Source: an optimization exercise on an open RTL-to-GDS flow (aim: small area). Production flows keep margins and buffers that such runs may drop.
Only simulation tests tie the RTL to the original design; equivalence was not proved.
No activity file was given, so power comes from the tool's default toggle rates.

File: design/flow/design.v
package dmem_pkg;
  localparam int WORD_BYTES = 4;
  localparam int ADDR_LSB   = 2;
  function automatic logic is_err(input logic [31:0] addr, input int unsigned depth);
    is_err = (addr[ADDR_LSB-1:0] != '0) || ({2'b00, addr[31:ADDR_LSB]} >= depth);
  endfunction
endpackage
module dmem_port_bit (
  input  logic clk,
  input  logic en,
  input  logic keep,
  input  logic d,
  input  logic prev,
  output logic q
);
  always_ff @(posedge clk) q <= (en & d) | (keep & prev);
endmodule
module dmem_aoi222 (
  input  logic a0, b0, a1, b1, a2, b2,
  output logic y
);
  assign y = ~((a0 & b0) | (a1 & b1) | (a2 & b2));
endmodule
module dmem_and2 (
  input  logic a, b,
  output logic y
);
  assign y = a & b;
endmodule
module dmem_inv (
  input  logic a,
  output logic y
);
  assign y = ~a;
endmodule
module dmem_nand2 (
  input  logic a, b,
  output logic y
);
  assign y = ~(a & b);
endmodule
module dmem_nand4 (
  input  logic a, b, c, d,
  output logic y
);
  assign y = ~(a & b & c & d);
endmodule
module dmem_nor2 (
  input  logic a, b,
  output logic y
);
  assign y = ~(a | b);
endmodule
module dmem_oai21 (
  input  logic a1, a2, b,
  output logic y
);
  assign y = ~((a1 | a2) & b);
endmodule
module dmem_or2 (
  input  logic a, b,
  output logic y
);
  assign y = a | b;
endmodule
module dmem_rd_col (
  input  logic [21:0] sel,
  input  logic [21:0] q,
  output logic        y
);
  logic [7:0] l1;    
  logic [1:0] l2;    
  for (genvar g = 0; g < 7; g++) begin : g_l1
    dmem_aoi222 u (.a0(sel[3*g]), .b0(q[3*g]), .a1(sel[3*g+1]), .b1(q[3*g+1]),
                   .a2(sel[3*g+2]), .b2(q[3*g+2]), .y(l1[g]));
  end
  dmem_nand2 u_l1 (.a(sel[21]), .b(q[21]), .y(l1[7]));
  for (genvar g = 0; g < 2; g++) begin : g_l2
    dmem_nand4 u (.a(l1[4*g]), .b(l1[4*g+1]), .c(l1[4*g+2]), .d(l1[4*g+3]), .y(l2[g]));
  end
  dmem_or2 u_l3 (.a(l2[0]), .b(l2[1]), .y(y));
endmodule
module dmem_word_array (
  input  logic        clk,
  input  logic        rst,
  input  logic [15:0] wr,
  input  logic [15:0] wr_n,      
  input  logic [3:0]  wbe,
  input  logic [3:0]  wbe_n,     
  input  logic [31:0] wdata,
  input  logic [21:0] rd_sel,
  output logic [31:0] rdata,
  output logic        rvalid
);
  logic [63:0][31:0] s;
  logic [63:0]       v;
  for (genvar p = 0; p < 64; p++) begin : g_pos
    localparam int PP = (p + 63) % 64;    
    if (p % 4 == 1) begin : g_port
      localparam int K = p / 4;
      logic nv, v_d;
      dmem_inv   u_nv (.a(v[PP]), .y(nv));
      dmem_nand2 u_vd (.a(nv), .b(wr_n[K]), .y(v_d));         
      always_ff @(posedge clk or negedge rst) begin
        if (!rst) v[p] <= 1'b0;
        else      v[p] <= v_d;
      end
      for (genvar b = 0; b < 4; b++) begin : g_byte
        logic en, keep;
        dmem_nor2  u_en   (.a(wr_n[K]), .b(wbe_n[b]), .y(en));             
        dmem_oai21 u_keep (.a1(wbe[b]), .a2(nv), .b(wr[K]), .y(keep));    
        for (genvar k = 0; k < 8; k++) begin : g_bit
          dmem_port_bit u_bit (.clk(clk), .en(en), .keep(keep), .d(wdata[8*b+k]),
                               .prev(s[PP][8*b+k]), .q(s[p][8*b+k]));
        end
      end
    end else begin : g_shift
      always_ff @(posedge clk or negedge rst) begin
        if (!rst) v[p] <= 1'b0;
        else      v[p] <= v[PP];
      end
      always_ff @(posedge clk) s[p] <= s[PP];
    end
  end
  logic [31:0][21:0] q_t;    
  logic [21:0]       v_t;
  for (genvar r = 0; r < 22; r++) begin : g_rp
    for (genvar j = 0; j < 32; j++) begin : g_t
      assign q_t[j][r] = s[3 * r][j];
    end
    assign v_t[r] = v[3 * r];
  end
  for (genvar j = 0; j < 32; j++) begin : g_col
    dmem_rd_col u_col (.sel(rd_sel), .q(q_t[j]), .y(rdata[j]));
  end
  dmem_rd_col u_vcol (.sel(rd_sel), .q(v_t), .y(rvalid));
endmodule
module dmem_responder
#(
  parameter int DEPTH_WORDS = 64
) (
  input  logic        clk,
  input  logic        rst,
  input  logic        req_valid,
  output logic        req_ready,
  input  logic        req_write,
  input  logic [31:0] req_addr,
  input  logic [31:0] req_wdata,
  input  logic [3:0]  req_be,
  output logic        rsp_valid,
  input  logic        rsp_ready,
  output logic [31:0] rsp_rdata,
  output logic        rsp_err
);
  logic [1:0] st;
  logic       idle, idle_n, req_err, store;
  logic [5:0] t, s;
  assign idle      = (st == 2'b00);
  assign idle_n    = !idle;
  assign req_ready = idle;
  assign rsp_valid = (st == 2'b10);
  assign req_err   = dmem_pkg::is_err(req_addr, DEPTH_WORDS);
  assign store     = idle && req_valid && req_write && !req_err;
  always_ff @(posedge clk or negedge rst) begin
    if (!rst) st <= 2'b00;
    else case (st)
      2'b00:   st <= req_valid ? 2'b01 : 2'b00;
      2'b01:   st <= 2'b11;
      2'b11:   st <= 2'b10;
      default: st <= rsp_ready ? 2'b00 : 2'b10;
    endcase
  end
  always_ff @(posedge clk or negedge rst) begin
    if (!rst) t <= '0;
    else      t <= t + 6'd1;
  end
  logic [5:0] cap_idx;
  logic [3:0] cap_be;
  logic       cap_ok;
  logic [11:0] cap_d, cap_q;
  assign cap_d = {req_addr[dmem_pkg::ADDR_LSB +: 6], req_be, !req_write && !req_err, req_err};
  assign {cap_idx, cap_be, cap_ok, rsp_err} = cap_q;
  for (genvar i = 0; i < 12; i++) begin : g_cap
    dmem_port_bit u_cap (.clk(clk), .en(idle), .keep(idle_n), .d(cap_d[i]), .prev(cap_q[i]), .q(cap_q[i]));
  end
  logic [5:0] base;
  assign base = idle ? req_addr[dmem_pkg::ADDR_LSB +: 6] : cap_idx;
  assign s    = base + t;
  logic pend, want, land;
  assign want = idle ? store : pend;
  assign land = want && s[1:0] == 2'b00;
  always_ff @(posedge clk or negedge rst) begin
    if (!rst) pend <= 1'b0;
    else      pend <= want && !land;
  end
  logic [15:0] wr, wr_n;
  always_comb
    for (int k = 0; k < 16; k++) begin
      wr[k]   = land && s[5:2] == 4'(k);
      wr_n[k] = !wr[k];
    end
  logic [31:0] wdata, rd;
  logic [3:0]  wbe;
  assign wdata = idle ? req_wdata : rd;
  assign wbe   = idle ? req_be : cap_be;
  logic        ok_now, rcap, rvalid, rd_ld, rd_en, rd_keep;
  logic [21:0] rd_sel;
  logic [31:0] rdata;
  always_comb
    for (int r = 0; r < 22; r++)
      rd_sel[r] = s == 6'(3 * r);
  assign ok_now = idle ? (!req_write && !req_err) : cap_ok;
  assign rcap   = (st != 2'b10) && ok_now && (|rd_sel);
  dmem_word_array u_mem (
    .clk    (clk),
    .rst    (rst),
    .wr     (wr),
    .wr_n   (wr_n),
    .wbe    (wbe),
    .wbe_n  (~wbe),
    .wdata  (wdata),
    .rd_sel (rd_sel),
    .rdata  (rdata),
    .rvalid (rvalid)
  );
  assign rd_ld   = idle && req_write;
  assign rd_en   = rcap && rvalid;
  assign rd_keep = !rd_ld && !rcap;
  for (genvar j = 0; j < 32; j++) begin : g_rd
    dmem_rd_bit u_rd (.clk(clk), .a(rd_ld), .d0(req_wdata[j]), .b(rd_en), .d1(rdata[j]),
                      .keep(rd_keep), .q(rd[j]));
    dmem_and2 u_out (.a(rd[j]), .b(cap_ok), .y(rsp_rdata[j]));
  end
endmodule
module dmem_rd_bit (
  input  logic clk,
  input  logic a,
  input  logic d0,
  input  logic b,
  input  logic d1,
  input  logic keep,
  output logic q
);
  always_ff @(posedge clk) q <= (a & d0) | (b & d1) | (keep & q);
endmodule
File: design/flow/run.sh
#!/bin/bash
# synth_recipe.tcl (not shown) runs the flow's synth.tcl, then flattens the netlist and writes it again
# the make line also repeats each setting of config.mk as NAME=value (left out here)
make -C /OpenROAD-flow-scripts/flow DESIGN_CONFIG=/design/flow/config.mk WORK_HOME=/design/flow/orfs CLKGATE_MAP_FILE= SYNTH_SCRIPT=/design/flow/synth_recipe.tcl finish
File: design/flow/config.mk
export PLATFORM = sky130hd
export DESIGN_NAME = dmem_responder
export DESIGN_NICKNAME = dmem_responder
export VERILOG_FILES = /design/flow/design.v
export SDC_FILE = /design/flow/constraint.sdc
export NUM_CORES = 4
export LEC_CHECK = 0
export CAP_MARGIN = 20
export CORE_MARGIN = 2
export CORE_UTILIZATION = 50
export CTS_CLUSTER_DIAMETER = 100
export CTS_CLUSTER_SIZE = 25
export SLEW_MARGIN = 20
export SYNTH_HIERARCHICAL = 1
File: design/flow/constraint.sdc
create_clock -name core_clock -period 8.0 [get_ports {clk}]
set_input_delay 1.6000 -clock core_clock [delete_from_list [all_inputs] [get_ports {clk}]]
set_output_delay 1.6000 -clock core_clock [all_outputs]
set_load 0.01 [all_outputs]
==> results.cfg, run 1 <==
[status]
outcome = no timing/DRC/antenna violations

[yosys]
syn-cell-area_um2 = 54200
yosysWarningCount = 10
synth_edf_count = 0
synth_ff_type = dfxtp_1
ys_seq_elements = 2165
syn_nets = 3616
syn_inst = 3534
yosysSeqAreaShare = 0.806
synthArstFlopShare = 0.0337
synth.avg_cell_area_um2 = 15.3
yosysUniqueCellTypes = 51

[detailed_routing]
drc = 0
firstDrtPassIters = 9
wl_per_cell_um = 25.5
vias = 29600
routed_wl_um = 132000
drt_iter0_drc = 3500
drt.antenna.violating_nets = 0
drt-vias-per-instance = 5.71

[setup_path]
crit_path_end = g_rd[30].u_rd.q$_DFF_P_
r2r_slack_ns = 1.94
crit_required_ns = 8.58
rr_startpoint = st[0]$_DFF_PN0_
critPathLaunch = req_addr[2]
end_kind = flop
r2r-end = g_rd[30].u_rd.q$_DFF_P_
critical_path_class = in2reg
worstPathArrival_ns = 6.74
cp_max_fo = 33
r2r_cells = 17
crit_path_start_kind = primary input

[global_routing]
grt_pass1_wl_um = 192000
grt_start_max_net_pins = 74
antenna_found_initial = 3
grt_usage = 0.233
overflow = 0
grt_pass1_vias = 28900

[floorplanning]
start_util = 0.505
num_rows = 120
coreArea_um2 = 107000
die_h_um = 333
io_pins = 108
dieArea_um2 = 111000
die-width_um = 333

[sta]
period_minus_slack_ns = 6.16
tightest_slew_ns = 1.27
slew_headroom = 0.155
setup-tns-final_ns = 0
rsz0062_at_grt = false
finalCritPeriodShare = 0.770
finalHoldViolCount = 0
finalMaxSlewViolations = 0
setup_viol = 0
skew_ns = 0.0322
max_freq_mhz = 162

[power]
p_leak_nw = 23.3
vdd_drop_max_mv = 0.200
total_power_mw = 19.0
power_density_nw_per_um2 = 317

[clocking]
cts_setup_buffers = 0
cts_buffers = 96
clk_pin_slew_worst_paths_ns = 0.10
clock_latency_ns = 0.71
cts_tree = built
cts.sinks = 2165
ctsResizeCount = 0
cts.htree.levels = 3
cts-root-buf = clkbuf_16
cts_hold_buf = 0
clockBufferDepth = 3

[finish]
drive_above_1_share = 0.0592
area_growth_pct = 10.6
layout.nets = 3846
layout_common_cells = dfxtp_1 (2091), a22o_1 (524), a222oi_1 (263)
mostFrequentLayoutCell = dfxtp_1
ff_latch_area_um2 = 43700
fillers = 8630
multi_input_area_um2 = 10400

[placed_design]
place_congestion = 0.967
port_buffers = 107
hpwl_um = 87000

[job]
max_cap_viol_count = 0

[hold_path]
hold_path_depth = 0
hold_path.class = reg2reg
==> power breakdown <==
| group | switching (mW) | total, mW | leakage [nW] | internal, mW |
|---|---|---|---|---|
| clock | 3.12 | 5.37 | 1.25 | 2.24 |
| combinational | 2.04 | 2.65 | 4.30 | 0.615 |
| sequential | 0.118 | 11.0 | 17.8 | 10.9 |
==> critical path, stage by stage <==
cell	delay, ns
clkdlybuf4s50_1	0.49
mux2_2	0.18
ha_1	0.19
inv_1	0.06
fa_1	0.44
xnor2_1	0.55
a211oi_1	0.12
nor2_1	0.58
nor3_1	0.13
and2_2	0.57
a222oi_1	0.44
nand4_1	0.13
or2_1	0.24
o311a_2	0.35
buf_4	0.29
a222oi_1	0.28
inv_1	0.07
==> layer usage <==
| metal | GRT usage | up-vias | share of wire |
|---|---|---|---|
| li1 | - | 13500 | - |
| met1 | 0.320 | 14800 | 0.45 |
| met2 | 0.361 | 1032 | 0.44 |
| met3 | 0.0642 | 254 | 0.077 |
| met4 | 0.0703 | 0 | 0.029 |
| met5 | 0 | - | 0 |
==> worst min-delay path by stage <==
stage,slack [ns],from,endpoint
3_3_place_gp,0.31,u_mem.s[1020]$_DFF_P_,u_mem.s[1052]$_DFF_P_
6_report,0.31,u_mem.s[1516]$_DFF_P_,u_mem.s[1548]$_DFF_P_
3_5_place_dp,0.31,u_mem.s[227]$_DFF_P_,u_mem.s[259]$_DFF_P_
4_1_cts,0.32,u_mem.s[1513]$_DFF_P_,u_mem.s[1545]$_DFF_P_
5_1_grt,0.33,u_mem.g_pos[1].g_port.g_byte[2].g_bit[5].u_bit.q$_DFF_P_,u_mem.s[85]$_DFF_P_
2_1_floorplan,0.31,u_mem.s[68]$_DFF_P_,u_mem.s[100]$_DFF_P_
==> final cells by class <==
class,instances,share of cell area
well taps,1403,0.0293
flip-flops and latches,2165,0.728
inverters,76,0.00478
multi-input cells,1284,0.173
clock inverters,4,0.000626
repair buffers,141,0.0221
clock buffers,111,0.0420
diodes,1,0.0000417
==> metrics by stage <==
step | hold WS (ns) | util | cells | area (um2) | worst slack [ns]
after floorplan | 0.310 | - | 3534 | 54200 | 1.43
after global placement | 0.310 | 0.535 | 5069 | 57400 | 1.46
after detailed placement | 0.312 | 0.535 | 5069 | 57400 | 1.34
after CTS | 0.322 | 0.559 | 5184 | 60000 | 2.09
after global routing | 0.326 | 0.559 | 5184 | 60000 | 1.75
final | 0.310 | 0.559 | 5185 | 60000 | 1.84
==> modules after synthesis (local to each module, per instance), excerpt <==
module / copies in the design / flops+latches / cell area, um2 / cells
dmem_oai21: 64 / 0 / 5.00 / 1
dmem_rd_bit: 32 / 1 / 33.8 / 3
dmem_responder: 1 / 9 / 1790 / 235
dmem_aoi222: 231 / 0 / 10.0 / 1
dmem_inv: 16 / 0 / 3.75 / 1
dmem_word_array: 1 / 1600 / 32400 / 1600
==> cells in the mapped netlist (4+ instances only) <==
master | instances | area [um2]
a222oi_1 | 263 | 2630
a22o_1 | 524 | 4590
inv_2 | 5 | 18.8
xor2_1 | 6 | 52.6
mux2i_1 | 5 | 50.1
nor2_1 | 87 | 327
dfxtp_1 | 2092 | 41900
o21ai_1 | 64 | 320
nor3_1 | 18 | 90.1
dfrtp_1 | 73 | 1830
nor2_2 | 4 | 25.0
mux2_2 | 38 | 428
nand2_1 | 69 | 259
and2_1 | 34 | 213
buf_1 | 4 | 15.0
nor4_1 | 8 | 50.1
nand3_1 | 4 | 20.0
or2_1 | 34 | 213
ha_1 | 8 | 100
inv_1 | 71 | 267
xnor2_1 | 9 | 78.8
a21oi_1 | 4 | 20.0
nand4_1 | 67 | 419
==> logic make-up (layout without fill, tap and decap cells) <==
logic type / Yosys count / count (layout) / share of synthesized area
AOI/OAI and AO/OA: 875 / 875 / 0.142
xor gates and xnor gates: 17 / 17 / 0.00302
adders and majority gates: 9 / 9 / 0.00221
buffers and inverters: 85 / 332 / 0.00604
DFF: 2165 / 2165 / 0.806
muxes: 43 / 43 / 0.00881
other: 0 / 1 / 0
and+or+nand+nor: 340 / 340 / 0.0319
==> state kept, by name, indices dropped and copies added, names as in the netlist <==
signal                                   cells
pend                                         1
u_mem.s                                   1536
st                                           2
g_cap.u_cap.q                               12
u_mem.g_pos.g_port.g_byte.g_bit.u_bit.q    512
t                                            6
g_rd.u_rd.q                                 32
u_mem.v                                     64
==> run 2, diff against run 1 <==
--- a/design/flow/config.mk
+++ b/design/flow/config.mk
@@ -9,6 +9,6 @@
 export CORE_MARGIN = 2
 export CORE_UTILIZATION = 50
 export CTS_CLUSTER_DIAMETER = 100
-export CTS_CLUSTER_SIZE = 25
+export CTS_CLUSTER_SIZE = 32
 export SLEW_MARGIN = 20
 export SYNTH_HIERARCHICAL = 1
==> run 2 against run 1 <==
Against the previous run:
- non-clock buffer count unchanged
- critical path type unchanged
- clock-buffer cell count decreased by 22
- via count decreased by 0.42%
- register-to-register slack improved by 0.02 ns
- clock skew decreased by 0.0051 ns
- largest cell class unchanged
==> results.cfg, run 2 <==
[sta]
slew_headroom = 0.179
setup-tns-final_ns = 0
finalMaxSlewViolations = 0
tightest_slew_ns = 1.22
rsz0062_at_grt = false
max_freq_mhz = 162
finalHoldViolCount = 0
skew_ns = 0.0271
finalCritPeriodShare = 0.770
setup_viol = 0
period_minus_slack_ns = 6.16

[global_routing]
overflow = 0
grt-busiest-layer = met2
met1_usage = 0.321
grt_start_max_net_pins = 74
met3_usage = 0.0626
grt_usage = 0.233
grt_pass1_vias = 28700
grt_pass1_wl_um = 191000
antenna_found_initial = 3
met2_usage = 0.362

[setup_path]
r2r_slack_ns = 1.96
crit_path_start_kind = primary input
critical_path_class = in2reg
cp_max_fo = 33
crit_required_ns = 8.57
end_kind = flop
worstPathArrival_ns = 6.73

[power]
vdd_drop_max_mv = 0.169
combPwrFrac = 0.143
intPower_mw = 13.4
p_switching_mw = 5.16
clockPowerShare = 0.264
power_density_nw_per_um2 = 312
p_leak_nw = 23.1
seq_power_share = 0.594
sw_frac_of_total = 0.278

[finish]
ff_latch_area_um2 = 43700
fillers = 8674
layout_common_cells = dfxtp_1 (2091), a22o_1 (524), a222oi_1 (263)
final_util = 0.555
largest_register_ffs = 1536
n_antenna_cell = 0
largest_register = u_mem.s
drive_above_1_share = 0.0543
area_growth_pct = 9.75
reg_top3 = u_mem.s x1536, u_mem.g_pos.g_port.g_byte.g_bit.u_bit.q x512, u_mem.v x64
layout.nets = 3827
multi_input_area_um2 = 10400
mostFrequentLayoutCell = dfxtp_1

[detailed_routing]
vias = 29500
wl_per_cell_um = 25.6
drt_iter0_drc = 3594
routed_wl_um = 132000
drt.antenna.violating_nets = 0
drt-vias-per-instance = 5.72
firstDrtPassIters = 8
drc = 0

[floorplanning]
dieArea_um2 = 111000
coreArea_um2 = 107000
io_pins = 108
die_h_um = 333
num_rows = 120
start_util = 0.505
die-width_um = 333

[yosys]
synth.avg_cell_area_um2 = 15.3
synthArstFlopShare = 0.0337
netlist.area_leader.share = 0.772
synth_ff_type = dfxtp_1
ys_seq_elements = 2165
yosysMostFrequentCell = dfxtp_1
yosysSeqAreaShare = 0.806
synth_edf_count = 0
synthTopCellsByArea = dfxtp_1 (77%), a22o_1 (8.5%), a222oi_1 (4.9%)
synth_common_cells = dfxtp_1 (2092), a22o_1 (524), a222oi_1 (263), nor2_1 (87), dfrtp_1 (73)
syn-cell-area_um2 = 54200
syn_nets = 3616
yosysWarningCount = 10
yosysUniqueCellTypes = 51
yosys.area.top_type = dfxtp_1
syn_inst = 3534

[clocking]
cts_setup_buffers = 0
cts_hold_buf = 0
clock_latency_ns = 0.69
cts.sinks = 2165
cts_tree = built
clk_pin_slew_worst_paths_ns = 0.11
cts.htree.levels = 3
ctsResizeCount = 0
cts_buffers = 77
cts-root-buf = clkbuf_16
clockBufferDepth = 3

[placed_design]
place_congestion = 0.967
port_buffers = 107
hpwl_um = 87000

[hold_path]
hold_path.class = reg2reg

[job]
max_cap_viol_count = 0

[status]
outcome = no timing/DRC/antenna violations
run 2: final timing paths:
kind | endpoint | start | cells past startpoint
worst min register to register | u_mem.s[1661]$_DFF_P_ | u_mem.s[1629]$_DFF_P_ | 0
worst min-delay path | u_mem.s[1661]$_DFF_P_ | u_mem.s[1629]$_DFF_P_ | 0
worst max-delay path | g_rd[3].u_rd.q$_DFF_P_ | req_addr[2] | 17
worst max register to register | g_rd[3].u_rd.q$_DFF_P_ | st[0]$_DFF_PN0_ | 17
min in group asynchronous | st[1]$_DFF_PN0_ | rst | 1
max in group asynchronous | t[5]$_DFF_PN0_ | rst | 1
run 2: cell families after synthesis:
group,Yosys count,share of synthesized area
DFF,2165,0.806
muxes,43,0.00881
and+or+nand+nor,340,0.0319
adders and majority gates,9,0.00221
xor gates and xnor gates,17,0.00302
buffers and inverters,85,0.00604
AOI/OAI and AO/OA,875,0.142
run 2: metrics by stage:
step,instance area [um2],total power [mW],setup WS [ns],hold slack (ns),instances
global route,59500,19.2,1.73,0.333,5161
finish,59500,18.6,1.84,0.320,5161
CTS,59500,18.6,2.09,0.325,5161
floorplan,54200,12.6,1.43,0.310,3534
global placement,57400,13.8,1.46,0.310,5069
detailed placement,57400,13.8,1.34,0.312,5069
run 2: critical path, stage by stage:
cell and delay (ns):
clkdlybuf4s50_1 0.49, mux2_2 0.18, ha_1 0.19, inv_1 0.06, fa_1 0.44, xnor2_1 0.54, a211oi_1 0.12, nor2_1 0.58
nor3_1 0.13, and2_2 0.57, a222oi_1 0.44, nand4_1 0.13, or2_1 0.25, o311a_2 0.35, buf_4 0.30, a222oi_1 0.27
inv_1 0.07
run 2: metal layers:
metal  up-vias  share of wire
met3       216          0.076
met4         0          0.025
li1      13500              -
met5         -              0
met1     14800           0.45
met2       998           0.44
run 2: final cells by class:
cell class,instances,area share
clock inverter,3,0.00116
multi-input combinational,1284,0.174
tap,1403,0.0295
clock buffer,89,0.0340
sequential,2165,0.734
timing repair buffer,141,0.0222
inverter,76,0.00481
run 2: modules after synthesis (local to each module, per instance), a selection:
module / copies in the design / cell area [um2]
dmem_word_array: 1 / 32400
dmem_responder: 1 / 1790
dmem_rd_bit: 32 / 33.8
dmem_and2: 32 / 6.26
dmem_or2: 33 / 6.26
dmem_oai21: 64 / 5.00
dmem_nor2: 64 / 3.75
dmem_inv: 16 / 3.75
dmem_nand2: 49 / 3.75
run 2: power groups by stage:
| stage | logic (mW) | clock network, mW | registers, mW |
|---|---|---|---|
| 2_1_floorplan | 1.40 | 0 | 11.2 |
| 3_3_place_gp | 2.56 | 0 | 11.3 |
| 3_5_place_dp | 2.58 | 0 | 11.3 |
| 4_1_cts | 2.58 | 5.02 | 11.0 |
| 5_1_grt | 2.77 | 5.37 | 11.0 |
| 6_report | 2.65 | 4.90 | 11.0 |
==> run 3, diff against run 2 <==
--- a/design/flow/config.mk
+++ b/design/flow/config.mk
@@ -7,7 +7,7 @@
 export LEC_CHECK = 0
 export CAP_MARGIN = 20
 export CORE_MARGIN = 2
-export CORE_UTILIZATION = 50
+export CORE_UTILIZATION = 65
 export CTS_CLUSTER_DIAMETER = 100
 export CTS_CLUSTER_SIZE = 32
 export SLEW_MARGIN = 20
==> run 3 against run 2 <==
Against the previous run:
- power hardly changed
- via count is 4.7% higher
- clock skew is 0.0076 ns higher
- critical path type is now reg2reg
- core utilization is 16 points higher
- setup slack worse by 0.11 ns
- highest routed layer is now met5
- cell count is 6.1% lower
==> results.cfg, run 3 <==
[status]
outcome = no timing/DRC/antenna violations

[sta]
finalMaxSlewViolations = 0
finalHoldViolCount = 0
tightest_slew_ns = 1.27
setup_viol = 0
finalCritPeriodShare = 0.785
setup-tns-final_ns = 0
slew_headroom = 0.149
rsz0062_at_grt = false
period_minus_slack_ns = 6.28
skew_ns = 0.0348
max_freq_mhz = 159

[global_routing]
grt_usage = 0.316
grt_pass1_wl_um = 201000
grt_pass1_vias = 31000
grt_start_max_net_pins = 74
antenna_found_initial = 2
overflow = 0

[clocking]
cts.htree.levels = 3
ctsResizeCount = 0
cts.sinks = 2165
clock_latency_ns = 0.70
cts-root-buf = clkbuf_16
cts_hold_buf = 0
cts_tree = built
clockBufferDepth = 3
cts_buffers = 77
cts_setup_buffers = 0
clk_pin_slew_worst_paths_ns = 0.11

[finish]
largest_register = u_mem.s
drive_above_1_share = 0.0582
fillers = 5420
layout.nets = 3843
largest_register_ffs = 1536
area_growth_pct = 9.26
final_util = 0.719
n_antenna_cell = 0
finalInstanceArea_um2 = 59300
fin_cells = 4847
ff_latch_area_um2 = 43700
multi_input_area_um2 = 10300
reg_top3 = u_mem.s x1536, u_mem.g_pos.g_port.g_byte.g_bit.u_bit.q x512, u_mem.v x64
layout_common_cells = dfxtp_1 (2091), a22o_1 (524), a222oi_1 (263)
mostFrequentLayoutCell = dfxtp_1

[yosys]
synthTopCellsByArea = dfxtp_1 (77%), a22o_1 (8.5%), a222oi_1 (4.9%)
yosysWarningCount = 10
syn_inst = 3534
yosysUniqueCellTypes = 51
synth.avg_cell_area_um2 = 15.3
yosysSeqAreaShare = 0.806
synth_common_cells = dfxtp_1 (2092), a22o_1 (524), a222oi_1 (263), nor2_1 (87), dfrtp_1 (73)
yosys.area.top_type = dfxtp_1
ys_seq_elements = 2165
syn-cell-area_um2 = 54200
synth_edf_count = 0
synth_ff_type = dfxtp_1
yosysMostFrequentCell = dfxtp_1
synthArstFlopShare = 0.0337
syn_nets = 3616
netlist.area_leader.share = 0.772

[detailed_routing]
drt.antenna.violating_nets = 0
drt-vias-per-instance = 6.37
wl_per_cell_um = 28.4
vias = 30900
drt_iter0_drc = 4020
drc = 0
routed_wl_um = 138000
firstDrtPassIters = 9

[setup_path]
crit_required_ns = 8.62
critical_path_class = reg2reg
worstPathArrival_ns = 6.90
cp_max_fo = 17
end_kind = flop
crit_path_start_kind = flop

[floorplanning]
io_pins = 108
die_h_um = 293
start_util = 0.658
num_rows = 105
coreArea_um2 = 82400
die-width_um = 293
dieArea_um2 = 85800

[placed_design]
port_buffers = 107
dp_cells = 4750
place_congestion = 0.962
hpwl_um = 89900
place_area_um2 = 57100

[power]
vdd_drop_max_mv = 0.219
p_leak_nw = 23.2
total_power_mw = 18.6
power_density_nw_per_um2 = 313

[job]
max_cap_viol_count = 0

[hold_path]
hold_path.class = reg2reg
==> run 3: where the power goes <==
group	leakage, nW	internal (mW)	switching, mW	total [mW]
registers	17.8	10.9	0.0943	11.0
logic	4.39	0.639	2.08	2.71
clock network	1.03	1.83	3.02	4.85
==> run 3: worst paths after layout <==
path	start	cells past startpoint	endpoint	slack, ns
worst min-delay path	u_mem.s[852]$_DFF_P_	0	u_mem.s[884]$_DFF_P_	0.32
worst max-delay path	st[0]$_DFF_PN0_	17	g_rd[31].u_rd.q$_DFF_P_	1.72
worst max register to register	st[0]$_DFF_PN0_	17	g_rd[31].u_rd.q$_DFF_P_	1.72
max in group asynchronous	rst	1	t[3]$_DFF_PN0_	6.29
min in group asynchronous	rst	1	st[1]$_DFF_PN0_	1.02
worst min register to register	u_mem.s[852]$_DFF_P_	0	u_mem.s[884]$_DFF_P_	0.32
==> run 3: routing by layer <==
metal  global-route usage  part of all wire  up-vias
met5               0.0108            0.0010        -
met4                0.116             0.038        4
met3               0.0599             0.087      333
met2                0.510              0.46     1613
met1                0.426              0.41    15400
li1                     -                 -    13500
==> run 3: cell families (layout without fill, tap and decap cells) <==
family,after synthesis,after routing,synth area share
muxes,43,43,0.00881
xor gates and xnor gates,17,17,0.00302
AOI/OAI and AO/OA,875,875,0.142
buffers and inverters,85,328,0.00604
and+or+nand+nor,340,340,0.0319
adders and majority gates,9,9,0.00221
DFF,2165,2165,0.806
==> run 3: per-stage QoR <==
step | hold WS (ns) | setup slack [ns]
floorplan | 0.310 | 1.43
global route | 0.327 | 1.48
CTS | 0.319 | 1.88
global placement | 0.310 | 1.39
detailed placement | 0.312 | 1.25
finish | 0.323 | 1.72
==> run 3: area by class of cell <==
type	instances	share of cell area
multi-input combinational	1284	0.175
tap	1070	0.0226
timing repair buffer	157	0.0249
sequential	2165	0.738
clock buffer	87	0.0337
inverter	76	0.00481
clock inverter	8	0.00186
==> run 3: modules after synthesis, one instance, submodules excluded, excerpt <==
module | area (um2) | cells inside
dmem_word_array | 32400 | 1600
dmem_responder | 1790 | 235
dmem_nand2 | 3.75 | 1
dmem_or2 | 6.26 | 1
dmem_and2 | 6.26 | 1
dmem_aoi222 | 10.0 | 1
dmem_oai21 | 5.00 | 1
dmem_rd_bit | 33.8 | 3
dmem_port_bit | 28.8 | 2
dmem_nor2 | 3.75 | 1
dmem_inv | 3.75 | 1
dmem_nand4 | 6.26 | 1
==> run 3: worst max-delay path, stage by stage (launching register included) <==
cell      delay (ns)
dfrtp_1         0.59
or2_1           0.71
mux2_2          0.45
ha_1            0.36
a21oi_1         0.26
nand2_1         0.17
a31oi_1         0.44
xor2_1          0.42
nand2_1         0.35
nor2_4          0.67
buf_4           0.41
a222oi_1        0.16
nand4_1         0.11
or2_1           0.11
o311a_2         0.46
buf_4           0.34
a222oi_1        0.10
inv_1           0.08
==> run 4, diff against run 3 <==
--- a/design/flow/design.v
+++ b/design/flow/design.v
@@ -27,12 +27,6 @@
 );
   assign y = a & b;
 endmodule
-module dmem_inv (
-  input  logic a,
-  output logic y
-);
-  assign y = ~a;
-endmodule
 module dmem_nand2 (
   input  logic a, b,
   output logic y
@@ -50,12 +44,6 @@
   output logic y
 );
   assign y = ~(a | b);
-endmodule
-module dmem_oai21 (
-  input  logic a1, a2, b,
-  output logic y
-);
-  assign y = ~((a1 | a2) & b);
 endmodule
 module dmem_or2 (
   input  logic a, b,
@@ -82,58 +70,42 @@
 endmodule
 module dmem_word_array (
   input  logic        clk,
-  input  logic        rst,
   input  logic [15:0] wr,
   input  logic [15:0] wr_n,      
   input  logic [3:0]  wbe,
   input  logic [3:0]  wbe_n,     
+  input  logic        keep_n,    
   input  logic [31:0] wdata,
   input  logic [21:0] rd_sel,
-  output logic [31:0] rdata,
-  output logic        rvalid
+  output logic [31:0] rdata
 );
   logic [63:0][31:0] s;
-  logic [63:0]       v;
   for (genvar p = 0; p < 64; p++) begin : g_pos
     localparam int PP = (p + 63) % 64;    
     if (p % 4 == 1) begin : g_port
       localparam int K = p / 4;
-      logic nv, v_d;
-      dmem_inv   u_nv (.a(v[PP]), .y(nv));
-      dmem_nand2 u_vd (.a(nv), .b(wr_n[K]), .y(v_d));         
-      always_ff @(posedge clk or negedge rst) begin
-        if (!rst) v[p] <= 1'b0;
-        else      v[p] <= v_d;
-      end
       for (genvar b = 0; b < 4; b++) begin : g_byte
         logic en, keep;
-        dmem_nor2  u_en   (.a(wr_n[K]), .b(wbe_n[b]), .y(en));             
-        dmem_oai21 u_keep (.a1(wbe[b]), .a2(nv), .b(wr[K]), .y(keep));    
+        dmem_nor2 u_en   (.a(wr_n[K]), .b(wbe_n[b]), .y(en));      
+        dmem_nor2 u_keep (.a(en), .b(keep_n), .y(keep));          
         for (genvar k = 0; k < 8; k++) begin : g_bit
           dmem_port_bit u_bit (.clk(clk), .en(en), .keep(keep), .d(wdata[8*b+k]),
                                .prev(s[PP][8*b+k]), .q(s[p][8*b+k]));
         end
       end
     end else begin : g_shift
-      always_ff @(posedge clk or negedge rst) begin
-        if (!rst) v[p] <= 1'b0;
-        else      v[p] <= v[PP];
-      end
       always_ff @(posedge clk) s[p] <= s[PP];
     end
   end
   logic [31:0][21:0] q_t;    
-  logic [21:0]       v_t;
   for (genvar r = 0; r < 22; r++) begin : g_rp
     for (genvar j = 0; j < 32; j++) begin : g_t
       assign q_t[j][r] = s[3 * r][j];
     end
-    assign v_t[r] = v[3 * r];
   end
   for (genvar j = 0; j < 32; j++) begin : g_col
     dmem_rd_col u_col (.sel(rd_sel), .q(q_t[j]), .y(rdata[j]));
   end
-  dmem_rd_col u_vcol (.sel(rd_sel), .q(v_t), .y(rvalid));
 endmodule
 module dmem_responder
 #(
@@ -170,10 +142,17 @@
       default: st <= rsp_ready ? 2'b00 : 2'b10;
     endcase
   end
+  logic done, keep_all;
   always_ff @(posedge clk or negedge rst) begin
-    if (!rst) t <= '0;
-    else      t <= t + 6'd1;
-  end
+    if (!rst) begin
+      t    <= '0;
+      done <= 1'b0;
+    end else begin
+      t    <= t + 6'd1;
+      done <= done || t[2];
+    end
+  end
+  assign keep_all = done || t[2];
   logic [5:0] cap_idx;
   logic [3:0] cap_be;
   logic       cap_ok;
@@ -204,6 +183,7 @@
   assign wdata = idle ? req_wdata : rd;
   assign wbe   = idle ? req_be : cap_be;
   logic        ok_now, rcap, rvalid, rd_ld, rd_en, rd_keep;
+  assign rvalid = keep_all;
   logic [21:0] rd_sel;
   logic [31:0] rdata;
   always_comb
@@ -213,15 +193,14 @@
   assign rcap   = (st != 2'b10) && ok_now && (|rd_sel);
   dmem_word_array u_mem (
     .clk    (clk),
-    .rst    (rst),
     .wr     (wr),
     .wr_n   (wr_n),
     .wbe    (wbe),
     .wbe_n  (~wbe),
+    .keep_n (!keep_all),
     .wdata  (wdata),
     .rd_sel (rd_sel),
-    .rdata  (rdata),
-    .rvalid (rvalid)
+    .rdata  (rdata)
   );
   assign rd_ld   = idle && req_write;
   assign rd_en   = rcap && rvalid;
--- a/design/flow/config.mk
+++ b/design/flow/config.mk
@@ -7,8 +7,9 @@
 export LEC_CHECK = 0
 export CAP_MARGIN = 20
 export CORE_MARGIN = 2
-export CORE_UTILIZATION = 65
-export CTS_CLUSTER_DIAMETER = 100
-export CTS_CLUSTER_SIZE = 32
+export CORE_UTILIZATION = 50
+export CTS_BUF_LIST = sky130_fd_sc_hd__clkbuf_8
+export CTS_CLUSTER_DIAMETER = 60
+export CTS_CLUSTER_SIZE = 16
 export SLEW_MARGIN = 20
 export SYNTH_HIERARCHICAL = 1
==> run 4 against run 3 <==
Against the previous run:
- still clean on timing, DRC and antenna
- hold slack lost 0.017 ns
- clock skew grew 0.0089 ns
- flip-flop and latch count shrank 63
- core utilization shrank 16 points
- final area shrank 1.9%
- power shrank 1.8%
- via count shrank 6.5%
- critical path depth shrank 6
- wire length shrank 6.4%
- synthesized area shrank 3.2%
- sequential power is essentially flat
- global-route usage shrank 7.9 points
==> results.cfg, run 4 <==
[status]
outcome = no timing/DRC/antenna violations

[setup_path]
rr_startpoint = st[0]$_DFF_PN0_
cp_max_fo = 16
worstPathArrival_ns = 6.22
r2r-end = u_mem.g_pos[17].g_port.g_byte[1].g_bit[3].u_bit.q$_DFF_P_
r2r_slack_ns = 2.62
crit_path_start_kind = primary input
end_kind = flop
critical_path_class = in2reg
r2r_cells = 12
crit_required_ns = 8.73
critPathLaunch = req_addr[5]

[floorplanning]
num_rows = 118
io_pins = 108
start_util = 0.506
die-width_um = 328
dieArea_um2 = 108000
coreArea_um2 = 104000
die_h_um = 328

[yosys]
syn_nets = 3533
yosysWarningCount = 10
syn_inst = 3451
synth.avg_cell_area_um2 = 15.2
syn-cell-area_um2 = 52500

[clocking]
cts_setup_buffers = 0
clockBufferDepth = 3
cts.htree.levels = 4
cts_hold_buf = 0
cts-root-buf = clkbuf_8
cts.sinks = 2102
cts_buffers = 150
clock_latency_ns = 0.87
cts_tree = built
clk_pin_slew_worst_paths_ns = 0.10
ctsResizeCount = 0

[power]
vdd_drop_max_mv = 0.211
p_switching_mw = 5.21
combPwrFrac = 0.145
sw_frac_of_total = 0.286
p_leak_nw = 22.4
seq_power_share = 0.586
intPower_mw = 13.0
power_density_nw_per_um2 = 314
total_power_mw = 18.2
clockPowerShare = 0.270

[hold_path]
hp-start = u_mem.s[95]$_DFF_P_
hold_path.class = reg2reg
hold_path_depth = 0
holdPathEnd = u_mem.s[127]$_DFF_P_

[sta]
skew_ns = 0.0437
setup-tns-final_ns = 0
period_minus_slack_ns = 5.49
finalCritPeriodShare = 0.686
setup_viol = 0
worst_slack_ns = 2.51
max_freq_mhz = 182
rsz0062_at_grt = false
slew_headroom = 0.215
tightest_slew_ns = 1.17
finalHoldViolCount = 0
finalMaxSlewViolations = 0

[detailed_routing]
routed_wl_um = 129000
drt-vias-per-instance = 5.60
wl_per_cell_um = 25.0
vias = 28900
firstDrtPassIters = 9
drc = 0
drt_iter0_drc = 3100
drt.antenna.violating_nets = 0

[finish]
multi_input_area_um2 = 10300
largest_register = u_mem.s
mostFrequentLayoutCell = dfxtp_1
ff_latch_area_um2 = 42100
drive_above_1_share = 0.0780
layout_common_cells = dfxtp_1 (2091), a22o_1 (524), a222oi_1 (256)
layout.nets = 3827
area_growth_pct = 10.7
finalInstanceArea_um2 = 58100
fillers = 8381
largest_register_ffs = 1536
reg_top3 = u_mem.s x1536, u_mem.g_pos.g_port.g_byte.g_bit.u_bit.q x512, g_rd.u_rd.q x32

[placed_design]
hpwl_um = 85400
port_buffers = 107
place_area_um2 = 55800
place_congestion = 0.868
dp_slack_ns = 1.85

[global_routing]
grt_pass1_vias = 28400
grt_start_max_net_pins = 50
grt_usage = 0.237
antenna_found_initial = 6
grt_pass1_wl_um = 188000
overflow = 0

[job]
max_cap_viol_count = 0
[run 4: how the worst max path moves through the flow]
| stage | endpoint | slack [ns] | depth (start not counted) |
|---|---|---|---|
| floorplan | g_rd[0].u_rd.q$_DFF_P_ | 2.23 | 13 |
| global placement | u_mem.g_pos[21].g_port.g_byte[0].g_bit[4].u_bit.q$_DFF_P_ | 1.72 | 11 |
| detailed placement | u_mem.g_pos[29].g_port.g_byte[0].g_bit[7].u_bit.q$_DFF_P_ | 1.85 | 11 |
| CTS | req_ready | 2.46 | 5 |
| global route | u_mem.g_pos[17].g_port.g_byte[1].g_bit[3].u_bit.q$_DFF_P_ | 2.41 | 11 |
| finish | u_mem.g_pos[17].g_port.g_byte[1].g_bit[3].u_bit.q$_DFF_P_ | 2.51 | 11 |
[run 4: layout make-up]
| type | instances | area share |
|---|---|---|
| sequential | 2102 | 0.725 |
| multi-input combinational | 1291 | 0.177 |
| clock buffer | 156 | 0.0369 |
| tap | 1380 | 0.0297 |
| timing repair buffer | 153 | 0.0251 |
| clock inverter | 20 | 0.00306 |
| inverter | 47 | 0.00306 |
| antenna | 2 | 0.0000861 |
[run 4: power groups by stage]
stage | logic, mW | clock network [mW] | registers (mW)
floorplan | 1.35 | 0 | 10.9
global placement | 2.58 | 0 | 10.9
detailed placement | 2.58 | 0 | 10.9
CTS | 2.58 | 5.04 | 10.7
global route | 2.77 | 5.43 | 10.7
finish | 2.64 | 4.91 | 10.7
[run 4: per-stage QoR]
step | cells | util | hold WS [ns]
final | 5151 | 0.560 | 0.306
after global routing | 5151 | 0.560 | 0.324
after global placement | 4971 | 0.537 | 0.310
after floorplan | 3451 | - | 0.310
after CTS | 5148 | 0.560 | 0.314
after detailed placement | 4972 | 0.537 | 0.312
[run 4: worst max-delay path, cell delays in order]
cell,delay [ns]
clkdlybuf4s50_1,0.44
mux2_2,0.29
ha_1,0.57
o211ai_1,0.21
a211oi_1,0.46
nor2_1,0.20
nor3_1,0.51
nand2_1,0.26
nor2_1,0.93
nor2_1,0.41
a22o_1,0.32
[run 4: routing by layer]
metal  vias up  GRT usage  share of wire
li1      13400          -              -
met1     14400      0.330           0.46
met2       898      0.367           0.45
met3       214     0.0510          0.064
met4         0     0.0796          0.027
met5         -          0              0
==> run 5, diff against run 4 <==
--- a/design/flow/config.mk
+++ b/design/flow/config.mk
@@ -8,8 +8,7 @@
 export CAP_MARGIN = 20
 export CORE_MARGIN = 2
 export CORE_UTILIZATION = 50
-export CTS_BUF_LIST = sky130_fd_sc_hd__clkbuf_8
-export CTS_CLUSTER_DIAMETER = 60
-export CTS_CLUSTER_SIZE = 16
+export CTS_CLUSTER_DIAMETER = 100
+export CTS_CLUSTER_SIZE = 32
 export SLEW_MARGIN = 20
 export SYNTH_HIERARCHICAL = 1
==> run 5 against run 4 <==
Against the previous run:
- still clean on timing, DRC and antenna
- fmax fell by 2.5%
- die area did not move
- highest routed layer unchanged
- setup slack got worse by 0.14 ns
- sequential share of layout area rose by 0.40 points
- core utilization fell by 0.31 points
- power fell by 0.96%
- synthesized area did not move
- flip-flop and latch count did not move
- via count fell by 0.87%
- non-clock buffer count did not move
- register-to-register slack barely moved
- clock skew fell by 0.021 ns
==> results.cfg, run 5 <==
[status]
outcome = no timing/DRC/antenna violations

[clocking]
ctsResizeCount = 0
cts_buffers = 75
clockBufferDepth = 3
cts_setup_buffers = 0
cts.htree.levels = 3
cts_tree = built
cts.sinks = 2102
cts-root-buf = clkbuf_16
clock_latency_ns = 0.69
cts_hold_buf = 0
clk_pin_slew_worst_paths_ns = 0.11

[placed_design]
place_congestion = 0.868
dp_slack_ns = 1.85
hpwl_um = 85400
port_buffers = 107

[setup_path]
crit_cells = 11
crit_buf_inv = 1
crit_required_ns = 8.56
cpMaxStageDelayCell = nor2_1
path_cells = clkdlybuf4s50_1 > mux2_2 > ha_1 > o211ai_1 > a211oi_1 > nor2_1 > nor3_1 > nand2_1 > nor2_1 > nor2_1 > a22o_1
r2r_cells = 12
crit_path_start_kind = primary input
worstPathArrival_ns = 6.19
end_kind = flop
r2r_slack_ns = 2.63
critPathTopFamily = simple AND/OR/NAND/NOR gates
critical_path_class = in2reg
rr_startpoint = st[0]$_DFF_PN0_
cpPeakStageDelay_ns = 0.89
r2r-end = u_mem.g_pos[17].g_port.g_byte[1].g_bit[1].u_bit.q$_DFF_P_
crit_top_cell = nor2_1
cp_max_fo = 16

[hold_path]
hold_path.class = reg2reg
holdPathEnd = u_mem.s[874]$_DFF_P_
hp-start = u_mem.s[842]$_DFF_P_
hold_path_depth = 0

[power]
power_density_nw_per_um2 = 312
vdd_drop_max_mv = 0.255
clockPowerShare = 0.262
seq_power_share = 0.592
combPwrFrac = 0.147
p_switching_mw = 5.06
intPower_mw = 13.0
p_leak_nw = 22.2
sw_frac_of_total = 0.280

[floorplanning]
start_util = 0.506
num_rows = 118
coreArea_um2 = 104000
die_h_um = 328
die-width_um = 328
dieArea_um2 = 108000
io_pins = 108

[yosys]
syn_nets = 3533
yosysWarningCount = 10
syn-cell-area_um2 = 52500
synth.avg_cell_area_um2 = 15.2
syn_inst = 3451

[sta]
period_minus_slack_ns = 5.63
finalHoldViolCount = 0
tightest_slew_ns = 1.15
finalMaxSlewViolations = 0
finalCritPeriodShare = 0.704
worst_slack_ns = 2.37
setup-tns-final_ns = 0
slew_headroom = 0.234
rsz0062_at_grt = false
max_freq_mhz = 178
worst_hold_slack_ns = 0.321
setup_viol = 0
skew_ns = 0.0231

[finish]
largest_register_ffs = 1536
largest_register = u_mem.s
n_antenna_cell = 0
reg_top3 = u_mem.s x1536, u_mem.g_pos.g_port.g_byte.g_bit.u_bit.q x512, g_rd.u_rd.q x32
area_growth_pct = 10.1
layout_common_cells = dfxtp_1 (2091), a22o_1 (524), a222oi_1 (256)
drive_above_1_share = 0.0557
layout.nets = 3752
mostFrequentLayoutCell = dfxtp_1

[detailed_routing]
met3_wirelength_um = 8210
drt_iter0_drc = 3080
top_layer = met4
drt.antenna.violating_nets = 0
wl_per_cell_um = 25.2
met1_length_um = 58800
route.met2.wl_um = 57100
vias = 28600
drt-vias-per-instance = 5.66
firstDrtPassIters = 8
routed_wl_um = 127000
drc = 0

[global_routing]
overflow = 0
antenna_found_initial = 5
grt_pass1_vias = 27600
grt_usage = 0.233
grt_start_max_net_pins = 50
grt_pass1_wl_um = 186000

[job]
max_cap_viol_count = 0
[run 5: layout make-up]
class | instances | area, um2
clock buffers | 83 | 1990
clock inverters | 2 | 20.0
fillers | 8374 | 46000
inverters | 47 | 178
multi-input cells | 1291 | 10300
flip-flops and latches | 2102 | 42100
well taps | 1380 | 1730
repair buffers | 153 | 1460
[run 5: metal layers]
layer | vias up | track usage
li1 | 13200 | -
met1 | 14300 | 0.331
met2 | 900 | 0.368
met3 | 179 | 0.0433
met4 | 0 | 0.0630
met5 | - | 0
[run 5: metrics by stage]
| step | power [mW] | instance area (um2) | std cells | utilization |
|---|---|---|---|---|
| after CTS | 18.1 | 57800 | 5057 | 0.557 |
| after global routing | 18.7 | 57800 | 5058 | 0.557 |
| after floorplan | 12.2 | 52500 | 3451 | - |
| final | 18.1 | 57800 | 5058 | 0.557 |
| after global placement | 13.5 | 55700 | 4971 | 0.537 |
| after detailed placement | 13.5 | 55800 | 4972 | 0.537 |
[run 5: how the worst max path moves through the flow]
stage                      from                                                        end  slack [ns]
floorplan           req_addr[2]                                     g_rd[0].u_rd.q$_DFF_P_        2.23
global placement    req_addr[5]  u_mem.g_pos[21].g_port.g_byte[0].g_bit[4].u_bit.q$_DFF_P_        1.72
detailed placement  req_addr[5]  u_mem.g_pos[29].g_port.g_byte[0].g_bit[7].u_bit.q$_DFF_P_        1.85
CTS                 req_addr[5]  u_mem.g_pos[29].g_port.g_byte[2].g_bit[7].u_bit.q$_DFF_P_        2.55
global route        req_addr[5]  u_mem.g_pos[17].g_port.g_byte[1].g_bit[1].u_bit.q$_DFF_P_        2.20
finish              req_addr[5]  u_mem.g_pos[17].g_port.g_byte[1].g_bit[1].u_bit.q$_DFF_P_        2.37
[run 5: power groups by stage]
stage               clock, mW  combinational, mW  sequential, mW
floorplan                   0               1.35            10.9
CTS                      4.84               2.58            10.7
global placement            0               2.58            10.9
finish                   4.72               2.65            10.7
global route             5.20               2.77            10.7
detailed placement          0               2.58            10.9
==> run 6, diff against run 5 <==
==> design/flow/flow/run.sh (new file) <==
#!/bin/bash
# The standard layout (standard.sh, unchanged), with one difference: the buffer that
# buffer_ports puts on every input and output port is the smallest buffer,
# sky130_fd_sc_hd__buf_1, instead of the one buffer_ports picks by default.
# make's full output goes to standard.log; ORFS keeps each step's log under orfs/logs.
set -euo pipefail
cd "$(dirname "$0")/.."
export BUFFER_PORTS_ARGS="-buffer_cell sky130_fd_sc_hd__buf_1"
bash standard.sh > standard.log 2>&1
==> design/flow/standard.sh (new file) <==
#!/bin/bash
# synth_recipe.tcl (not shown) runs the flow's synth.tcl, then flattens the netlist and writes it again
# the make line also repeats each setting of config.mk as NAME=value (left out here)
make -C /OpenROAD-flow-scripts/flow DESIGN_CONFIG=/design/flow/config.mk WORK_HOME=/design/flow/orfs CLKGATE_MAP_FILE= SYNTH_SCRIPT=/design/flow/synth_recipe.tcl "${@:-finish}"
removed: design/flow/run.sh
==> run 6 against run 5 <==
Against the previous run:
- still clean
- cell count hardly changed
- global-route usage decreased by 0.68 points
- power down 0.55%
- final area down 1.3%
- first-iteration DRC count up 7.5%
- non-clock buffer count fell by 10
- hold slack gained 0.0040 ns
- fmax fell by 2.0%
- wire length decreased by 2.2%
- synthesized area stayed put
- synthesized cell count did not move
- critical endpoint is now u_mem.g_pos[21].g_port.g_byte[0].g_bit[3].u_bit.q$_DFF_P_
- largest power group unchanged
- highest routed layer is now met5
==> results.cfg, run 6 <==
[clocking]
ctsResizeCount = 0
cts.htree.levels = 3
clock_latency_ns = 0.69
cts_tree = built
cts.sinks = 2102
cts_setup_buffers = 0
clockBufferDepth = 3
cts_buffers = 75
clk_pin_slew_worst_paths_ns = 0.11
cts_hold_buf = 0
cts-root-buf = clkbuf_16

[finish]
layout_common_cells = dfxtp_1 (2091), a22o_1 (524), a222oi_1 (256)
drive_above_1_share = 0.0539
finalInstanceArea_um2 = 57100
mostFrequentLayoutCell = dfxtp_1
largest_register_ffs = 1536
area_growth_pct = 8.69
largest_register = u_mem.s
reg_top3 = u_mem.s x1536, u_mem.g_pos.g_port.g_byte.g_bit.u_bit.q x512, g_rd.u_rd.q x32
layout.nets = 3742

[sta]
setup_viol = 0
finalMaxSlewViolations = 0
max_freq_mhz = 174
rsz0062_at_grt = false
worst_hold_slack_ns = 0.324
slew_headroom = 0.260
tightest_slew_ns = 1.11
finalHoldViolCount = 0
skew_ns = 0.0224
finalCritPeriodShare = 0.718
period_minus_slack_ns = 5.75
setup-tns-final_ns = 0
worst_slack_ns = 2.25

[job]
max_cap_viol_count = 0

[detailed_routing]
wl_per_cell_um = 24.6
drc = 0
firstDrtPassIters = 9
routed_wl_um = 125000
drt_iter0_drc = 3312
met3_wirelength_um = 8870
drt-vias-per-instance = 5.64
met1_length_um = 56500
route.met2.wl_um = 55800
drt.antenna.violating_nets = 0
vias = 28500
top_layer = met5

[global_routing]
grt_usage = 0.227
grt_pass1_wl_um = 180000
grt_pass1_vias = 27300
antenna_found_initial = 6
grt_start_max_net_pins = 38
overflow = 0

[setup_path]
cpMaxStageDelayCell = nor2_1
critPathTopFamily = simple AND/OR/NAND/NOR gates
critical_path_class = reg2reg
crit_buf_inv = 3
path_cells = or2_2 > buf_4 > clkinv_2 > and2_2 > buf_4 > a32oi_1 > nor3_1 > nand2_1 > nor2_1 > nor2_1 > a22o_1
cp_max_fo = 34
critPathLaunch = st[0]$_DFF_PN0_
crit_required_ns = 8.57
cpPeakStageDelay_ns = 0.70
r2r_slack_ns = 2.25
rr_startpoint = st[0]$_DFF_PN0_
worstPathArrival_ns = 6.31
end_kind = flop
crit_path_start_kind = flop

[placed_design]
place_congestion = 0.844
hpwl_um = 81400
port_buffers = 107
dp_slack_ns = 2.10
place_area_um2 = 55000

[yosys]
syn-cell-area_um2 = 52500
yosysWarningCount = 10
syn_nets = 3533
synth.avg_cell_area_um2 = 15.2
syn_inst = 3451

[floorplanning]
die_h_um = 328
num_rows = 118
die-width_um = 328
dieArea_um2 = 108000
io_pins = 108
coreArea_um2 = 104000
start_util = 0.506

[hold_path]
hp-start = u_mem.s[453]$_DFF_P_
hold_path.class = reg2reg

[power]
total_power_mw = 18.0
p_leak_nw = 21.8
power_density_nw_per_um2 = 315
vdd_drop_max_mv = 0.216

[status]
outcome = no timing/DRC/antenna violations
[run 6: power breakdown]
part | total (mW) | internal, mW | switching [mW]
clock | 4.71 | 1.78 | 2.93
sequential | 10.7 | 10.6 | 0.0879
combinational | 2.59 | 0.562 | 2.03
[run 6: worst register-to-register path, delay by kind of cell (launching register included)]
family,cells,cell delay [ns]
DFF,1,0.47
and+or+nand+nor,6,3.11
AOI/OAI and AO/OA,2,0.79
buffers and inverters,3,1.26
[run 6: cell type report]
| class | instances | area, um2 |
|---|---|---|
| fill | 8468 | 46700 |
| sequential | 2102 | 42100 |
| multi-input combinational | 1291 | 10300 |
| clock buffer | 83 | 1950 |
| tap | 1380 | 1730 |
| timing repair buffer | 143 | 706 |
| inverter | 47 | 178 |
| clock inverter | 6 | 70.1 |
| antenna | 4 | 10.0 |
[run 6: metal layers]
metal | up-vias | track usage
met5 | - | 0.0129
met4 | 2 | 0.0601
met3 | 189 | 0.0511
met2 | 912 | 0.357
met1 | 14200 | 0.314
li1 | 13200 | -
[run 6: path summary, 6_finish.rpt]
kind | end | cells after the start
max | u_mem.g_pos[21].g_port.g_byte[0].g_bit[3].u_bit.q$_DFF_P_ | 11
min | u_mem.s[485]$_DFF_P_ | 0
max reg2reg | u_mem.g_pos[21].g_port.g_byte[0].g_bit[3].u_bit.q$_DFF_P_ | 11
min reg2reg | u_mem.s[485]$_DFF_P_ | 0
max in group asynchronous | st[1]$_DFF_PN0_ | 1
min in group asynchronous | t[3]$_DFF_PN0_ | 1
[run 6: metrics by stage]
stage | cells | utilization
detailed placement | 4961 | 0.530
finish | 5056 | 0.550
CTS | 5050 | 0.549
global placement | 4961 | 0.530
floorplan | 3451 | -
global route | 5053 | 0.550
==> run 7, diff against run 6 <==
--- a/design/flow/design.v
+++ b/design/flow/design.v
@@ -20,6 +20,12 @@
   output logic y
 );
   assign y = ~((a0 & b0) | (a1 & b1) | (a2 & b2));
+endmodule
+module dmem_ao22 (
+  input  logic a0, b0, a1, b1,
+  output logic y
+);
+  assign y = (a0 & b0) | (a1 & b1);
 endmodule
 module dmem_and2 (
   input  logic a, b,
@@ -163,8 +169,10 @@
     dmem_port_bit u_cap (.clk(clk), .en(idle), .keep(idle_n), .d(cap_d[i]), .prev(cap_q[i]), .q(cap_q[i]));
   end
   logic [5:0] base;
-  assign base = idle ? req_addr[dmem_pkg::ADDR_LSB +: 6] : cap_idx;
-  assign s    = base + t;
+  for (genvar i = 0; i < 6; i++) begin : g_base
+    dmem_ao22 u (.a0(idle), .b0(req_addr[dmem_pkg::ADDR_LSB + i]), .a1(idle_n), .b1(cap_idx[i]), .y(base[i]));
+  end
+  assign s = base + t;
   logic pend, want, land;
   assign want = idle ? store : pend;
   assign land = want && s[1:0] == 2'b00;
@@ -180,8 +188,12 @@
     end
   logic [31:0] wdata, rd;
   logic [3:0]  wbe;
-  assign wdata = idle ? req_wdata : rd;
-  assign wbe   = idle ? req_be : cap_be;
+  for (genvar j = 0; j < 32; j++) begin : g_wdata
+    dmem_ao22 u (.a0(idle), .b0(req_wdata[j]), .a1(idle_n), .b1(rd[j]), .y(wdata[j]));
+  end
+  for (genvar b = 0; b < 4; b++) begin : g_wbe
+    dmem_ao22 u (.a0(idle), .b0(req_be[b]), .a1(idle_n), .b1(cap_be[b]), .y(wbe[b]));
+  end
   logic        ok_now, rcap, rvalid, rd_ld, rd_en, rd_keep;
   assign rvalid = keep_all;
   logic [21:0] rd_sel;
--- a/design/flow/config.mk
+++ b/design/flow/config.mk
@@ -5,10 +5,10 @@
 export SDC_FILE = /design/flow/constraint.sdc
 export NUM_CORES = 4
 export LEC_CHECK = 0
-export CAP_MARGIN = 20
+export CAP_MARGIN = 0
 export CORE_MARGIN = 2
 export CORE_UTILIZATION = 50
 export CTS_CLUSTER_DIAMETER = 100
 export CTS_CLUSTER_SIZE = 32
-export SLEW_MARGIN = 20
+export SLEW_MARGIN = 0
 export SYNTH_HIERARCHICAL = 1
==> run 7 against run 6 <==
Against the previous run:
- still clean on timing, DRC and antenna
- final area down 0.54%
- synthesized area decreased by 0.51%
- highest routed layer unchanged
- largest cell class unchanged
- fmax grew 2.7%
==> results.cfg, run 7 <==
[floorplanning]
coreArea_um2 = 103000
num_rows = 118
die-width_um = 327
die_h_um = 327
start_util = 0.505
io_pins = 108
dieArea_um2 = 107000

[power]
power_density_nw_per_um2 = 319
vdd_drop_max_mv = 0.222
p_leak_nw = 21.8

[clocking]
cts_buffers = 75
cts-root-buf = clkbuf_16
cts_hold_buf = 0
clockBufferDepth = 3
cts_tree = built
cts_setup_buffers = 0
cts.htree.levels = 3
clock_latency_ns = 0.70
clk_pin_slew_worst_paths_ns = 0.11
ctsResizeCount = 0
cts.sinks = 2102

[placed_design]
port_buffers = 107
hpwl_um = 84000
dp_cells = 4926
dp_slack_ns = 2.16
place_congestion = 0.822

[sta]
finalHoldViolCount = 0
skew_ns = 0.0296
worst_hold_slack_ns = 0.322
rsz0062_at_grt = false
tightest_slew_ns = 1.24
period_minus_slack_ns = 5.60
slew_headroom = 0.175
setup-tns-final_ns = 0
max_freq_mhz = 179
setup_viol = 0
finalCritPeriodShare = 0.699
worst_slack_ns = 2.40
finalMaxSlewViolations = 0

[finish]
layout.nets = 3703
drive_above_1_share = 0.0440
reg_top3 = u_mem.s x1536, u_mem.g_pos.g_port.g_byte.g_bit.u_bit.q x512, g_rd.u_rd.q x32
area_growth_pct = 8.65
multi_input_area_um2 = 10100
fin_cells = 5013
layout_common_cells = dfxtp_1 (2091), a22o_1 (566), a222oi_1 (256)
mostFrequentLayoutCell = dfxtp_1
largest_register_ffs = 1536
largest_register = u_mem.s
fillers = 8419
n_antenna_cell = 0
ff_latch_area_um2 = 42100

[detailed_routing]
wl_per_cell_um = 25.4
vias = 28400
routed_wl_um = 127000
drc = 0
drt.antenna.violating_nets = 0
firstDrtPassIters = 7
drt_iter0_drc = 3374
drt-vias-per-instance = 5.67

[global_routing]
grt_pass1_vias = 27500
grt_pass1_wl_um = 185000
grt_start_max_net_pins = 50
grt_usage = 0.233
overflow = 0
antenna_found_initial = 10

[setup_path]
worstPathArrival_ns = 6.18
end_kind = flop
critical_path_class = reg2reg
crit_path_start_kind = flop
crit_required_ns = 8.58
cp_max_fo = 31
r2r_cells = 14

[yosys]
synth.avg_cell_area_um2 = 15.3
syn_inst = 3415
syn-cell-area_um2 = 52200
yosysWarningCount = 10
syn_nets = 3495

[hold_path]
hold_path.class = reg2reg
hold_path_depth = 0

[status]
outcome = no timing/DRC/antenna violations

[job]
max_cap_viol_count = 0
## run 7: worst paths after layout
path	startpoint	to	slack [ns]
min	u_mem.s[1019]$_DFF_P_	u_mem.s[1051]$_DFF_P_	0.32
min reg2reg	u_mem.s[1019]$_DFF_P_	u_mem.s[1051]$_DFF_P_	0.32
max	st[0]$_DFF_PN0_	u_mem.g_pos[61].g_port.g_byte[2].g_bit[3].u_bit.q$_DFF_P_	2.40
max reg2reg	st[0]$_DFF_PN0_	u_mem.g_pos[61].g_port.g_byte[2].g_bit[3].u_bit.q$_DFF_P_	2.40
min in group asynchronous	rst	pend$_DFF_PN0_	0.89
max in group asynchronous	rst	t[3]$_DFF_PN0_	6.70
## run 7: metrics by stage
step           utilization  power, mW  cell area, um2
4_1_cts              0.548       18.2           56800
3_5_place_dp         0.529       13.6           54700
3_3_place_gp         0.529       13.6           54700
2_1_floorplan            -       12.2           52200
6_report             0.548       18.1           56800
5_1_grt              0.548       18.7           56800
## run 7: final cells by class
class,count,share of cell area
tap,1380,0.0304
clock buffer,81,0.0344
multi-input combinational,1263,0.178
sequential,2102,0.742
inverter,43,0.00284
clock inverter,6,0.00119
timing repair buffer,138,0.0112
## run 7: report_power, final
group / internal [mW] / leakage [nW] / total, mW / switching (mW)
Clock: 1.78 / 0.992 / 4.73 / 2.95
Combinational: 0.546 / 3.79 / 2.69 / 2.15
Sequential: 10.6 / 17.0 / 10.7 / 0.0989
Total: 12.9 / 21.8 / 18.1 / 5.19
## run 7: per-layer routing
layer / GRT usage / routed length (um) / up-vias
met4: 0.0768 / 4210 / 14
met3: 0.0393 / 7180 / 208
met2: 0.369 / 57200 / 862
met1: 0.326 / 58400 / 14200
met5: 0 / 91 / -
li1: - / - / 13100
## run 7: critical path, cell delays in order, from the launching register on
cell and delay, ns:
dfrtp_1 0.45, or2_4 0.36, inv_2 0.61, a22o_1 0.25, ha_1 0.19, fa_1 0.45, xor2_2 0.25, nand2_1 0.08
a21oi_1 0.13, nor2_1 0.16, nor3_1 0.50, nand2_1 0.52, nor2_1 0.79, nor2_1 0.40, a22o_1 0.32
==> run 8, diff against run 7 <==
==> design/flow/run.sh (new file) <==
#!/bin/bash
# synth_recipe.tcl (not shown) runs the flow's synth.tcl, then flattens the netlist and writes it again
# the make line also repeats each setting of config.mk as NAME=value (left out here)
make -C /OpenROAD-flow-scripts/flow DESIGN_CONFIG=/design/flow/config.mk WORK_HOME=/design/flow/orfs CLKGATE_MAP_FILE= SYNTH_SCRIPT=/design/flow/synth_recipe.tcl finish
--- a/design/flow/config.mk
+++ b/design/flow/config.mk
@@ -5,10 +5,10 @@
 export SDC_FILE = /design/flow/constraint.sdc
 export NUM_CORES = 4
 export LEC_CHECK = 0
-export CAP_MARGIN = 0
+export CAP_MARGIN = 20
 export CORE_MARGIN = 2
 export CORE_UTILIZATION = 50
 export CTS_CLUSTER_DIAMETER = 100
 export CTS_CLUSTER_SIZE = 32
-export SLEW_MARGIN = 0
+export SLEW_MARGIN = 20
 export SYNTH_HIERARCHICAL = 1
removed: design/flow/flow/run.sh
removed: design/flow/standard.sh
==> run 8 against run 7 <==
Against the previous run:
- global-route usage is 1.2 points higher
- flip-flop and latch count stayed put
- clock skew is 0.0093 ns lower
- first-iteration DRC count is 0.47% lower
- largest cell class unchanged
- largest power group unchanged
==> results.cfg, run 8 <==
[status]
outcome = no timing/DRC/antenna violations

[detailed_routing]
wl_per_cell_um = 26.6
drt-vias-per-instance = 5.78
routed_wl_um = 134000
vias = 29100
drc = 0
drt.antenna.violating_nets = 0
firstDrtPassIters = 7
drt_iter0_drc = 3358

[clocking]
cts_buffers = 75
cts.htree.levels = 3
clock_latency_ns = 0.69
cts_tree = built
cts_setup_buffers = 0
clockBufferDepth = 3
cts_hold_buf = 0
ctsResizeCount = 0
cts.sinks = 2102
cts-root-buf = clkbuf_16
clk_pin_slew_worst_paths_ns = 0.11

[sta]
setup_viol = 0
slew_headroom = 0.245
skew_ns = 0.0204
finalCritPeriodShare = 0.750
finalMaxSlewViolations = 0
rsz0062_at_grt = false
finalHoldViolCount = 0
period_minus_slack_ns = 6.00
worst_slack_ns = 2.00
max_freq_mhz = 167
setup-tns-final_ns = 0
tightest_slew_ns = 1.13

[finish]
fin_cells = 5033
area_growth_pct = 10.4
layout.nets = 3714
final_util = 0.557
mostFrequentLayoutCell = dfxtp_1
largest_register = u_mem.s
largest_register_ffs = 1536
drive_above_1_share = 0.0461
reg_top3 = u_mem.s x1536, u_mem.g_pos.g_port.g_byte.g_bit.u_bit.q x512, g_rd.u_rd.q x32
layout_common_cells = dfxtp_1 (2091), a22o_1 (566), a222oi_1 (256)

[power]
total_power_mw = 18.3
p_leak_nw = 22.1
vdd_drop_max_mv = 0.277
power_density_nw_per_um2 = 317

[yosys]
yosysWarningCount = 10
syn-cell-area_um2 = 52200
synth.avg_cell_area_um2 = 15.3
syn_inst = 3415
syn_nets = 3495

[floorplanning]
dieArea_um2 = 107000
die_h_um = 327
io_pins = 108
die-width_um = 327
start_util = 0.505
num_rows = 118
coreArea_um2 = 103000

[placed_design]
hpwl_um = 89100
place_congestion = 0.835
dp_cells = 4933
port_buffers = 107
dp_slack_ns = 1.50

[setup_path]
crit_required_ns = 8.63
r2r_slack_ns = 2.00
worstPathArrival_ns = 6.63
crit_path_start_kind = flop
critical_path_class = reg2reg
cpMaxStageDelayCell = o41a_2
cpPeakStageDelay_ns = 0.97
end_kind = flop
cp_max_fo = 32
path_cells = or2_2 > inv_2 > a22o_1 > ha_1 > fa_1 > a21o_1 > a21oi_2 > xnor2_1 > a21o_4 > nor3_4 > buf_4 > o41a_2 > a222oi_1 > inv_1

[global_routing]
overflow = 0
grt_pass1_vias = 29100
antenna_found_initial = 1
grt_usage = 0.245
grt_pass1_wl_um = 195000
grt_start_max_net_pins = 36

[hold_path]
hold_path.class = reg2reg

[job]
max_cap_viol_count = 0
## run 8: cell type report
| type | instances | area (um2) |
|---|---|---|
| diodes | 8 | 20.0 |
| clock buffers | 86 | 2000 |
| clock inverters | 2 | 20.0 |
| fillers | 8312 | 45800 |
| inverters | 43 | 161 |
| multi-input cells | 1263 | 10100 |
| flip-flops and latches | 2102 | 42100 |
| well taps | 1380 | 1730 |
| repair buffers | 149 | 1540 |
## run 8: metrics by stage
stage	area [um2]	hold WS, ns
2_1_floorplan	52200	0.310
3_3_place_gp	55400	0.310
3_5_place_dp	55500	0.312
4_1_cts	57600	0.333
5_1_grt	57700	0.334
6_report	57700	0.323
## run 8: per-layer routing
metal  track usage  wire (um)
met5             0          0
met4        0.0631       2890
met3        0.0383       8350
met2         0.397      62400
met1         0.343      60100
## run 8: power by group
group	internal (mW)	switching, mW
clock network	1.81	2.93
logic	0.612	2.22
registers	10.6	0.106
total	13.0	5.25
## run 8: critical path, delay by kind of cell (launching register included)
kind / cells / cell delay, ns
buffers and inverters: 3 / 0.91
xor gates and xnor gates: 1 / 0.15
adders and majority gates: 2 / 0.83
DFF: 1 / 0.51
and+or+nand+nor: 2 / 1.18
AOI/OAI and AO/OA: 6 / 2.31
## run 8: worst paths after layout
| check | from | endpoint | cells after the start |
|---|---|---|---|
| worst max-delay path | st[0]$_DFF_PN0_ | g_rd[12].u_rd.q$_DFF_P_ | 14 |
| max in group asynchronous | rst | done$_DFF_PN0_ | 1 |
| worst min-delay path | u_mem.s[71]$_DFF_P_ | u_mem.s[103]$_DFF_P_ | 0 |
| worst min register to register | u_mem.s[71]$_DFF_P_ | u_mem.s[103]$_DFF_P_ | 0 |
| min in group asynchronous | rst | st[0]$_DFF_PN0_ | 1 |
| worst max register to register | st[0]$_DFF_PN0_ | g_rd[12].u_rd.q$_DFF_P_ | 14 |

Re-timed with assumed drivers on the ports (clkbuf_16 on the clock, buf_2 on other inputs), run 8 has 1.997 ns of setup slack against 1.997 ns with ideal ports, and 1.455 ns once port delays also move by the mid clock arrival of 0.746 ns.
